This design comes from an exercise in tuning for small area and a short achievable clock period on the open sky130 flow, not from production work. In this exercise RTL edits were held to simulation tests only and were not proved equivalent to the original.

== the previous run ==
==> module pn_stack_eval, before the edit <==
module pn_stack_eval (
    input  logic        clk,
    input  logic        rst_n,
    input  logic        start,       
    input  logic        ev,          
    input  logic        fin,         
    input  logic [2:0]  val,         
    input  logic        is_op,
    input  logic        op_sub,
    input  logic        op_mul,
    input  logic        op_abs,
    input  logic        op_sum,
    input  logic        prefix,      
    output logic [17:0] result       
);
    logic [2:0]  depth;              
    logic        topx;               
    logic [17:0] x;
    logic [9:0]  y;
    logic [2:0]  xk;                 
    logic [2:0]  yk;
    logic [15:0] ram0;               
    logic [9:0]  ram1;               
    logic [6:0]  ram2;               
    logic [2:0]  ram3;               
    logic [2:0]  k0;                 
    logic [1:0]  k1;                 
    logic [1:0]  k2;                 
    logic        sel_x;              
    logic        sel_y;
    logic        sel_r;
    logic [17:0] ys;
    logic        neg;
    logic [17:0] sum;
    logic [17:0] prd;
    logic [17:0] mag;
    logic [17:0] res;
    logic [2:0]  rk;                 
    logic        rbig;               
    logic [17:0] below;              
    logic [2:0]  bk;
    logic [17:0] nos;                
    logic [2:0]  nk;
    logic        push;
    logic        pop;
    logic [2:0]  nd;
    logic        ntopx;
    assign ys = {{8{y[9]}}, y};
    function automatic logic [17:0] mul18x10(input logic [17:0] a, input logic [9:0] b);
        logic [17:0] acc;
        acc = '0;
        for (int i = 0; i < 9; i++)
            acc = acc + ((a & {18{b[i]}}) << i);
        mul18x10 = acc - ((a & {18{b[9]}}) << 9);
    endfunction
    always_comb begin
        sum = x + {{8{y[9] ^ op_sub}}, y ^ {10{op_sub}}} + {17'd0, op_sub};
        neg = op_sub ? (topx ^ prefix) : (op_abs && sum[17]);
        mag = neg ? -sum : sum;
        prd = mul18x10(x, y);
        res = ({18{op_mul}} & prd) | ({18{op_sum}} & mag);
        rk   = xk + yk;
        rbig = rk >= 3'd4;
        case (depth)
            3'd3:    begin below = {{2{ram0[15]}}, ram0}; bk = k0; end
            3'd4:    begin below = {{8{ram1[9]}}, ram1};  bk = {1'b0, k1}; end
            3'd5:    begin below = {{11{ram2[6]}}, ram2}; bk = {1'b0, k2}; end
            default: begin below = {15'd0, ram3};         bk = 3'd1; end
        endcase
        nos = topx ? ys : x;
        nk  = topx ? yk : xk;
        push  = ev && depth != 3'd7 && !is_op;
        pop   = ev && depth != 3'd7 && is_op && depth >= 3'd2;
        nd    = depth;
        ntopx = topx;
        if (start) begin
            nd = '0;
        end else if (push) begin
            nd    = depth + 1'b1;
            ntopx = 1'b0;
        end else if (pop) begin
            nd    = depth - 1'b1;
            ntopx = rbig;
        end
    end
    always_ff @(posedge clk) begin
        depth <= nd;
        topx  <= ntopx;
        if (push) begin
            x  <= topx ? x : ys;
            xk <= topx ? xk : yk;
            y  <= {7'd0, val};
            yk <= 3'd1;
            case (depth)
                3'd2: begin ram0 <= nos[15:0]; k0 <= nk; end
                3'd3: begin ram1 <= nos[9:0];  k1 <= nk[1:0] | {2{nk[2]}}; end
                3'd4: begin ram2 <= nos[6:0];  k2 <= nk[1:0] | {2{nk[2]}}; end
                3'd5:       ram3 <= nos[2:0];
                default: ;
            endcase
        end else if (pop) begin
            if (rbig) begin
                x  <= res;
                xk <= rk;
                y  <= below[9:0];
                yk <= bk;
            end else begin
                x  <= below;
                xk <= bk;
                y  <= res[9:0];
                yk <= rk;
            end
        end
    end
    always_ff @(posedge clk or negedge rst_n) begin
        if (!rst_n) begin
            sel_x <= 1'b0;
            sel_y <= 1'b0;
            sel_r <= 1'b0;
        end else begin
            sel_x <= fin && ((nd == 3'd1 && ntopx) || (nd == 3'd2 && !ntopx));
            sel_y <= fin && ((nd == 3'd1 && !ntopx) || (nd == 3'd2 && ntopx));
            sel_r <= fin && nd >= 3'd3;
        end
    end
    assign result = ({18{sel_x}} & x) | ({18{sel_y}} & ys) | ({18{sel_r}} & {{2{ram0[15]}}, ram0});
endmodule
==> flow/config.mk <==
export PLATFORM = sky130hd
export DESIGN_NAME = pn_top
export DESIGN_NICKNAME = pn_top
export VERILOG_FILES = /design/flow/design.v
export SDC_FILE = /design/flow/constraint.sdc
export NUM_CORES = 4
export LEC_CHECK = 0
export CAP_MARGIN = 20
export CORE_MARGIN = 2
export CORE_UTILIZATION = 40
export SETUP_SLACK_MARGIN = 5
export SLEW_MARGIN = 20
==> flow/constraint.sdc <==
create_clock -name core_clock -period 11.0 [get_ports {clk}]
set_input_delay 2.2000 -clock core_clock [delete_from_list [all_inputs] [get_ports {clk}]]
set_output_delay 2.2000 -clock core_clock [all_outputs]
set_load 0.01 [all_outputs]
run.sh (not shown) runs the stock make flow with config.mk's settings and CLKGATE_MAP_FILE= SYNTH_SCRIPT=/design/flow/synth_recipe.tcl, a recipe that flattens the netlist after the stock synthesis.
Changes in the current run relative to the previous run:
diff --git a/flow/design.v b/flow/design.v
--- a/flow/design.v
+++ b/flow/design.v
@@ -86,20 +86,33 @@
     logic        pop;
     logic [2:0]  nd;
     logic        ntopx;
     assign ys = {{8{y[9]}}, y};
-    function automatic logic [17:0] mul18x10(input logic [17:0] a, input logic [9:0] b);
+    function automatic logic [17:0] booth_mul(input logic [17:0] a, input logic [9:0] b);
+        logic [10:0] bb;
         logic [17:0] acc;
+        logic [17:0] row;
+        logic [18:0] a2;
+        logic        one, two, ng;
+        bb  = {b, 1'b0};
+        a2  = {a, 1'b0};
         acc = '0;
-        for (int i = 0; i < 9; i++)
-            acc = acc + ((a & {18{b[i]}}) << i);
-        mul18x10 = acc - ((a & {18{b[9]}}) << 9);
+        for (int i = 0; i < 5; i++) begin
+            one = bb[2*i+1] ^ bb[2*i];
+            two = (bb[2*i+2] & !bb[2*i+1] & !bb[2*i]) | (!bb[2*i+2] & bb[2*i+1] & bb[2*i]);
+            ng  = bb[2*i+2];
+            row = '0;
+            for (int j = 0; j < 18; j++)
+                row[j] = ((one & a[j]) | (two & a2[j])) ^ ng;
+            acc = acc + (row << (2*i)) + ({17'd0, ng} << (2*i));
+        end
+        booth_mul = acc;
     endfunction
     always_comb begin
         sum = x + {{8{y[9] ^ op_sub}}, y ^ {10{op_sub}}} + {17'd0, op_sub};
         neg = op_sub ? (topx ^ prefix) : (op_abs && sum[17]);
         mag = neg ? -sum : sum;
-        prd = mul18x10(x, y);
+        prd = booth_mul(x, y);
         res = ({18{op_mul}} & prd) | ({18{op_sum}} & mag);
         rk   = xk + yk;
         rbig = rk >= 3'd4;
         case (depth)
Notes after the runs:
For the current run and the previous run, there was not a single run that failed to finish clean.
In the current run the maximum fanout encountered on the critical timing path turned out 7 higher than in the previous run.
Against the previous run, inverter count in the current run fell by more than a quarter.
Summary of the current run over the previous run: fraction of area in registers now smaller, post-synthesis share of cell area spent on and, or, nand and nor gates now smaller.
Compared with the previous run, the current run shows a synthesized cell count that is 245 higher.
Per the comparison of the current run with the previous run, count of clock-buffer cells in the layout went up by 2, multi-input combinational area share higher.


The RTL this note starts from:
==> flow/design.v <==
package pn_pkg;
    localparam int TOK_DEPTH = 12;               
    localparam logic [1:0] MODE_PREFIX  = 2'd2;
    localparam logic [1:0] MODE_POSTFIX = 2'd3;
    localparam logic [2:0] OP_ADD     = 3'd0;
    localparam logic [2:0] OP_SUB     = 3'd1;
    localparam logic [2:0] OP_MUL     = 3'd2;
    localparam logic [2:0] OP_ABS_SUM = 3'd3;
endpackage
`timescale 1ns/10ps
module pn_token_buffer (
    input  logic       clk,
    input  logic       in_valid,
    input  logic       operator,
    input  logic [2:0] in,
    output logic [2:0] val,          
    output logic       is_op,        
    output logic       op_sub,       
    output logic       op_mul,       
    output logic       op_abs,       
    output logic       op_sum        
);
    logic [3:0] ent [pn_pkg::TOK_DEPTH];
    always_ff @(posedge clk) begin
        for (int i = 0; i < pn_pkg::TOK_DEPTH; i++) begin
            if (in_valid)
                ent[i] <= (i == 0) ? {operator, in} : ent[(i == 0) ? 0 : i - 1];
            else
                ent[i] <= (i == pn_pkg::TOK_DEPTH - 1) ? ent[i] : ent[(i == pn_pkg::TOK_DEPTH - 1) ? i : i + 1];
        end
    end
    assign val    = ent[0][2:0];
    assign is_op  = ent[0][3];
    assign op_sub = is_op && val == pn_pkg::OP_SUB;
    assign op_mul = is_op && val == pn_pkg::OP_MUL;
    assign op_abs = is_op && val == pn_pkg::OP_ABS_SUM;
    assign op_sum = is_op && !val[2] && val[1:0] != 2'd2;
endmodule
`timescale 1ns/10ps
module pn_stack_eval (
    input  logic        clk,
    input  logic        rst_n,
    input  logic        start,       
    input  logic        ev,          
    input  logic        first,       
    input  logic        fin,         
    input  logic [2:0]  val,         
    input  logic        is_op,
    input  logic        op_sub,
    input  logic        op_mul,
    input  logic        op_abs,
    input  logic        op_sum,
    input  logic        prefix,      
    output logic [17:0] result       
);
    logic [2:0]  depth;              
    logic        topx;               
    logic [17:0] x;
    logic [9:0]  y;
    logic [9:0]  ysel;               
    logic [9:0]  ynew;
    logic [1:0]  xk;                 
    logic [1:0]  yk;                 
    logic [15:0] ram0;               
    logic [9:0]  ram1;               
    logic [6:0]  ram2;               
    logic [2:0]  ram3;               
    logic [1:0]  k0;                 
    logic [1:0]  k1;                 
    logic        k2;                 
    logic        sel_x;              
    logic        sel_y;
    logic        sel_r;
    logic [17:0] ys;
    logic        neg;
    logic [17:0] sum;
    logic [17:0] prd;
    logic [17:0] mag;
    logic [17:0] xnew;
    logic        x_mul, x_sum, x_blw, x_ys, x_hold;
    logic        y_mul, y_sum, y_blw, y_hold;
    logic [2:0]  ksum;
    logic [1:0]  rk;                 
    logic        rbig;               
    logic [17:0] below;              
    logic [1:0]  bk;
    logic [17:0] nos;                
    logic [1:0]  nk;
    logic        push;
    logic        pop;
    logic [2:0]  base;               
    logic [2:0]  nd;
    logic        ntopx;
    assign ys = {{8{y[9]}}, y};
    function automatic logic [9:0] booth_sel(input logic [9:0] b);
        logic [10:0] bb;
        bb = {b, 1'b0};
        for (int i = 0; i < 5; i++) begin
            booth_sel[i]     = bb[2*i+1] ^ bb[2*i];
            booth_sel[5 + i] = (bb[2*i+2] & !bb[2*i+1] & !bb[2*i]) | (!bb[2*i+2] & bb[2*i+1] & bb[2*i]);
        end
    endfunction
    function automatic logic [17:0] booth_mul(input logic [17:0] a, input logic [9:0] b,
                                              input logic [9:0] sel);
        logic [17:0] acc;
        logic [17:0] row;
        logic [18:0] a2;
        logic        ng;
        a2  = {a, 1'b0};
        acc = '0;
        for (int i = 0; i < 5; i++) begin
            ng  = b[2*i+1];
            row = '0;
            for (int j = 0; j < 18; j++)
                row[j] = ((sel[i] & a[j]) | (sel[5 + i] & a2[j])) ^ ng;
            acc = acc + (row << (2*i)) + ({17'd0, ng} << (2*i));
        end
        booth_mul = acc;
    endfunction
    always_comb begin
        sum = x + {{8{y[9] ^ op_sub}}, y ^ {10{op_sub}}} + {17'd0, op_sub};
        neg = op_sub ? (topx ^ prefix) : (op_abs && sum[17]);
        mag = neg ? -sum : sum;
        prd = booth_mul(x, y, ysel);
        ksum = {1'b0, xk} + {1'b0, yk} + 3'd1;
        rk   = ksum[2] ? 2'd3 : ksum[1:0];
        rbig = ksum >= 3'd3;
        case (depth)
            3'd3:    begin below = {{2{ram0[15]}}, ram0}; bk = k0; end
            3'd4:    begin below = {{8{ram1[9]}}, ram1};  bk = k1; end
            3'd5:    begin below = {{11{ram2[6]}}, ram2}; bk = {1'b0, k2}; end
            default: begin below = {15'd0, ram3};         bk = 2'd0; end
        endcase
        nos = topx ? ys : x;
        nk  = topx ? yk : xk;
        base  = first ? 3'd0 : depth;
        push  = ev && base != 3'd7 && !is_op;
        pop   = ev && base != 3'd7 && is_op && base >= 3'd2;
        nd    = base;
        ntopx = topx;
        if (start) begin
            nd = '0;
        end else if (push) begin
            nd    = base + 1'b1;
            ntopx = 1'b0;
        end else if (pop) begin
            nd    = base - 1'b1;
            ntopx = rbig;
        end
    end
    always_comb begin
        x_mul  = pop && rbig && op_mul;
        x_sum  = pop && rbig && op_sum;
        x_blw  = pop && !rbig;
        x_ys   = push && !topx;
        x_hold = !pop && !x_ys;
        y_mul  = pop && !rbig && op_mul;
        y_sum  = pop && !rbig && op_sum;
        y_blw  = pop && rbig;
        y_hold = !pop && !push;
        xnew = ({18{x_mul}} & prd) | ({18{x_sum}} & mag) | ({18{x_blw}} & below) |
               ({18{x_ys}} & ys) | ({18{x_hold}} & x);
        ynew = ({10{y_mul}} & prd[9:0]) | ({10{y_sum}} & mag[9:0]) | ({10{y_blw}} & below[9:0]) |
               ({10{push}} & {7'd0, val}) | ({10{y_hold}} & y);
    end
    always_ff @(posedge clk) begin
        depth <= nd;
        topx  <= ntopx;
        x     <= xnew;
        y     <= ynew;
        ysel  <= booth_sel(ynew);
        if (push) begin
            xk <= topx ? xk : yk;
            yk <= 2'd0;
            case (base)
                3'd2: begin ram0 <= nos[15:0]; k0 <= nk; end
                3'd3: begin ram1 <= nos[9:0];  k1 <= nk; end
                3'd4: begin ram2 <= nos[6:0];  k2 <= nk != 2'd0; end
                3'd5:       ram3 <= nos[2:0];
                default: ;
            endcase
        end else if (pop) begin
            xk <= rbig ? rk : bk;
            yk <= rbig ? bk : rk;
        end
    end
    always_ff @(posedge clk or negedge rst_n) begin
        if (!rst_n) begin
            sel_x <= 1'b0;
            sel_y <= 1'b0;
            sel_r <= 1'b0;
        end else begin
            sel_x <= fin && ((nd == 3'd1 && ntopx) || (nd == 3'd2 && !ntopx));
            sel_y <= fin && ((nd == 3'd1 && !ntopx) || (nd == 3'd2 && ntopx));
            sel_r <= fin && nd >= 3'd3;
        end
    end
    assign result = ({18{sel_x}} & x) | ({18{sel_y}} & ys) | ({18{sel_r}} & {{2{ram0[15]}}, ram0});
endmodule
`timescale 1ns/10ps
module pn_top (
    input  logic        clk,
    input  logic        rst_n,
    input  logic        in_valid,
    input  logic [1:0]  mode,
    input  logic        operator,
    input  logic [2:0]  in,
    output logic        out_valid,
    output logic [31:0] out
);
    logic        recv;           
    logic [3:0]  cnt;
    logic        acc;            
    logic        prefix;
    logic        res_q;          
    logic [2:0]  val;
    logic        is_op;
    logic        op_sub;
    logic        op_mul;
    logic        op_abs;
    logic        op_sum;
    logic [17:0] result;
    logic        start;
    logic        drain;
    logic        ev;
    logic        first;
    logic        fin;
    assign start = in_valid && !recv;
    assign drain = recv ? !in_valid : (cnt != 4'd0);
    assign ev    = acc && (recv || (prefix && cnt != 4'd0));
    assign first = recv && prefix;
    assign fin   = acc && drain && (cnt == 4'd1);
    always_ff @(posedge clk or negedge rst_n) begin
        if (!rst_n) begin
            recv  <= 1'b0;
            cnt   <= '0;
            res_q <= 1'b0;
        end else begin
            res_q <= fin;
            if (start) begin
                recv <= 1'b1;
                cnt  <= 4'd1;
            end else if (recv && in_valid) begin
                cnt  <= cnt + 1'b1;
            end else if (drain) begin
                recv <= 1'b0;
                cnt  <= acc ? cnt - 1'b1 : 4'd0;
            end
        end
    end
    always_ff @(posedge clk) begin
        if (start) begin
            acc    <= mode[1];
            prefix <= !mode[0];
        end
    end
    pn_token_buffer i_token_buffer (
        .clk      (clk),
        .in_valid (in_valid),
        .operator (operator),
        .in       (in),
        .val      (val),
        .is_op    (is_op),
        .op_sub   (op_sub),
        .op_mul   (op_mul),
        .op_abs   (op_abs),
        .op_sum   (op_sum)
    );
    pn_stack_eval i_stack_eval (
        .clk    (clk),
        .rst_n  (rst_n),
        .start  (start),
        .ev     (ev),
        .first  (first),
        .fin    (fin),
        .val    (val),
        .is_op  (is_op),
        .op_sub (op_sub),
        .op_mul (op_mul),
        .op_abs (op_abs),
        .op_sum (op_sum),
        .prefix (prefix),
        .result (result)
    );
    assign out_valid = res_q;
    assign out       = {{14{result[17]}}, result};
endmodule
==> flow/config.mk <==
export PLATFORM = sky130hd
export DESIGN_NAME = pn_top
export DESIGN_NICKNAME = pn_top
export VERILOG_FILES = /design/flow/design.v
export SDC_FILE = /design/flow/constraint.sdc
export NUM_CORES = 4
export LEC_CHECK = 0
export CAP_MARGIN = 20
export CORE_MARGIN = 2
export CORE_UTILIZATION = 40
export CTS_BUF_LIST = sky130_fd_sc_hd__clkbuf_8
export CTS_CLUSTER_DIAMETER = 50
export CTS_CLUSTER_SIZE = 20
export PLACE_DENSITY = 0.7
export SLEW_MARGIN = 20
export TNS_END_PERCENT = 20
==> flow/constraint.sdc <==
create_clock -name core_clock -period 11.0 [get_ports {clk}]
set_input_delay 2.2000 -clock core_clock [delete_from_list [all_inputs] [get_ports {clk}]]
set_output_delay 2.2000 -clock core_clock [all_outputs]
set_load 0.01 [all_outputs]
standard.sh (not shown) runs the stock make flow with config.mk's settings and CLKGATE_MAP_FILE= SYNTH_SCRIPT=/design/flow/synth_recipe.tcl, a recipe that flattens the netlist after the stock synthesis.
==> flow/flow/run.sh <==
#!/bin/bash
set -e
export BUFFER_PORTS_ARGS="-buffer_cell sky130_fd_sc_hd__buf_1"
export SETUP_SLACK_MARGIN=7
bash standard.sh > standard.log 2>&1
Change:
--- a/flow/design.v
+++ b/flow/design.v
@@ -18,26 +18,28 @@
     output logic       op_sub,       
     output logic       op_mul,       
     output logic       op_abs,       
     output logic       op_sum        
 );
     logic [3:0] ent [pn_pkg::TOK_DEPTH];
+    logic [3:0] nxt;                 
+    assign nxt = in_valid ? {operator, in} : ent[1];
     always_ff @(posedge clk) begin
         for (int i = 0; i < pn_pkg::TOK_DEPTH; i++) begin
             if (in_valid)
                 ent[i] <= (i == 0) ? {operator, in} : ent[(i == 0) ? 0 : i - 1];
             else
                 ent[i] <= (i == pn_pkg::TOK_DEPTH - 1) ? ent[i] : ent[(i == pn_pkg::TOK_DEPTH - 1) ? i : i + 1];
         end
-    end
-    assign val    = ent[0][2:0];
-    assign is_op  = ent[0][3];
-    assign op_sub = is_op && val == pn_pkg::OP_SUB;
-    assign op_mul = is_op && val == pn_pkg::OP_MUL;
-    assign op_abs = is_op && val == pn_pkg::OP_ABS_SUM;
-    assign op_sum = is_op && !val[2] && val[1:0] != 2'd2;
+        op_sub <= nxt[3] && nxt[2:0] == pn_pkg::OP_SUB;
+        op_mul <= nxt[3] && nxt[2:0] == pn_pkg::OP_MUL;
+        op_abs <= nxt[3] && nxt[2:0] == pn_pkg::OP_ABS_SUM;
+        op_sum <= nxt[3] && !nxt[2] && nxt[1:0] != 2'd2;
+    end
+    assign val   = ent[0][2:0];
+    assign is_op = ent[0][3];
 endmodule
 `timescale 1ns/10ps
 module pn_stack_eval (
     input  logic        clk,
     input  logic        rst_n,
     input  logic        start,       
Result: Die area grows by 2.8%; first-iteration DRC count grows by 17%; synthesized area increases by 2.9%; wire length shrinks by 1.8%; setup slack improved by 210 ps; via count went up by 2.0%; cell area is higher by 0.77%; synthesized cell count goes up by 4.0%; critical path depth fell by 1; worst hold slack is about the same; final cell count increases by 4.6%; utilization decreases by 1.1 points; clock skew is about the same.

re-timing with driven ports:
In the flow no input, the clock included, has a driving cell. The finished layouts below were timed again as built, in two steps.
Step 1 assumes that a clkbuf_16 drives the clock port and a buf_2 every other input.
Step 2 moves the port delays by t, midway between the first and last clock arrival at a register: inputs arrive t later, outputs are due t later. That takes back most of the time a late clock gives input paths.
a / b / c = ideal / step 1 / step 2; a / b = the first two.
run | t (ns) | slack for setup (ns) | worst hold slack (ns) | latest minus earliest clock arrival (ns) | worst slew at a driven data input, ns
the previous run | 0.468 | 5.277 / 5.277 / 5.277 | 0.439 / 0.439 / 0.439 | 0.025 / 0.025 | 0.04
the current run | 0.452 | 5.476 / 5.476 / 5.476 | 0.426 / 0.426 / 0.426 | 0.009 / 0.009 | 0.03
the first run of note 2 | 0.494 | 6.712 / 6.712 / 6.712 | 0.440 / 0.440 / 0.440 | 0.021 / 0.021 | 0.03
the second run of note 2 | 0.491 | 6.923 / 6.908 / 6.923 | 0.443 / 0.443 / 0.443 | 0.016 / 0.016 | 0.04
After both steps setup and hold are still met in every run listed.
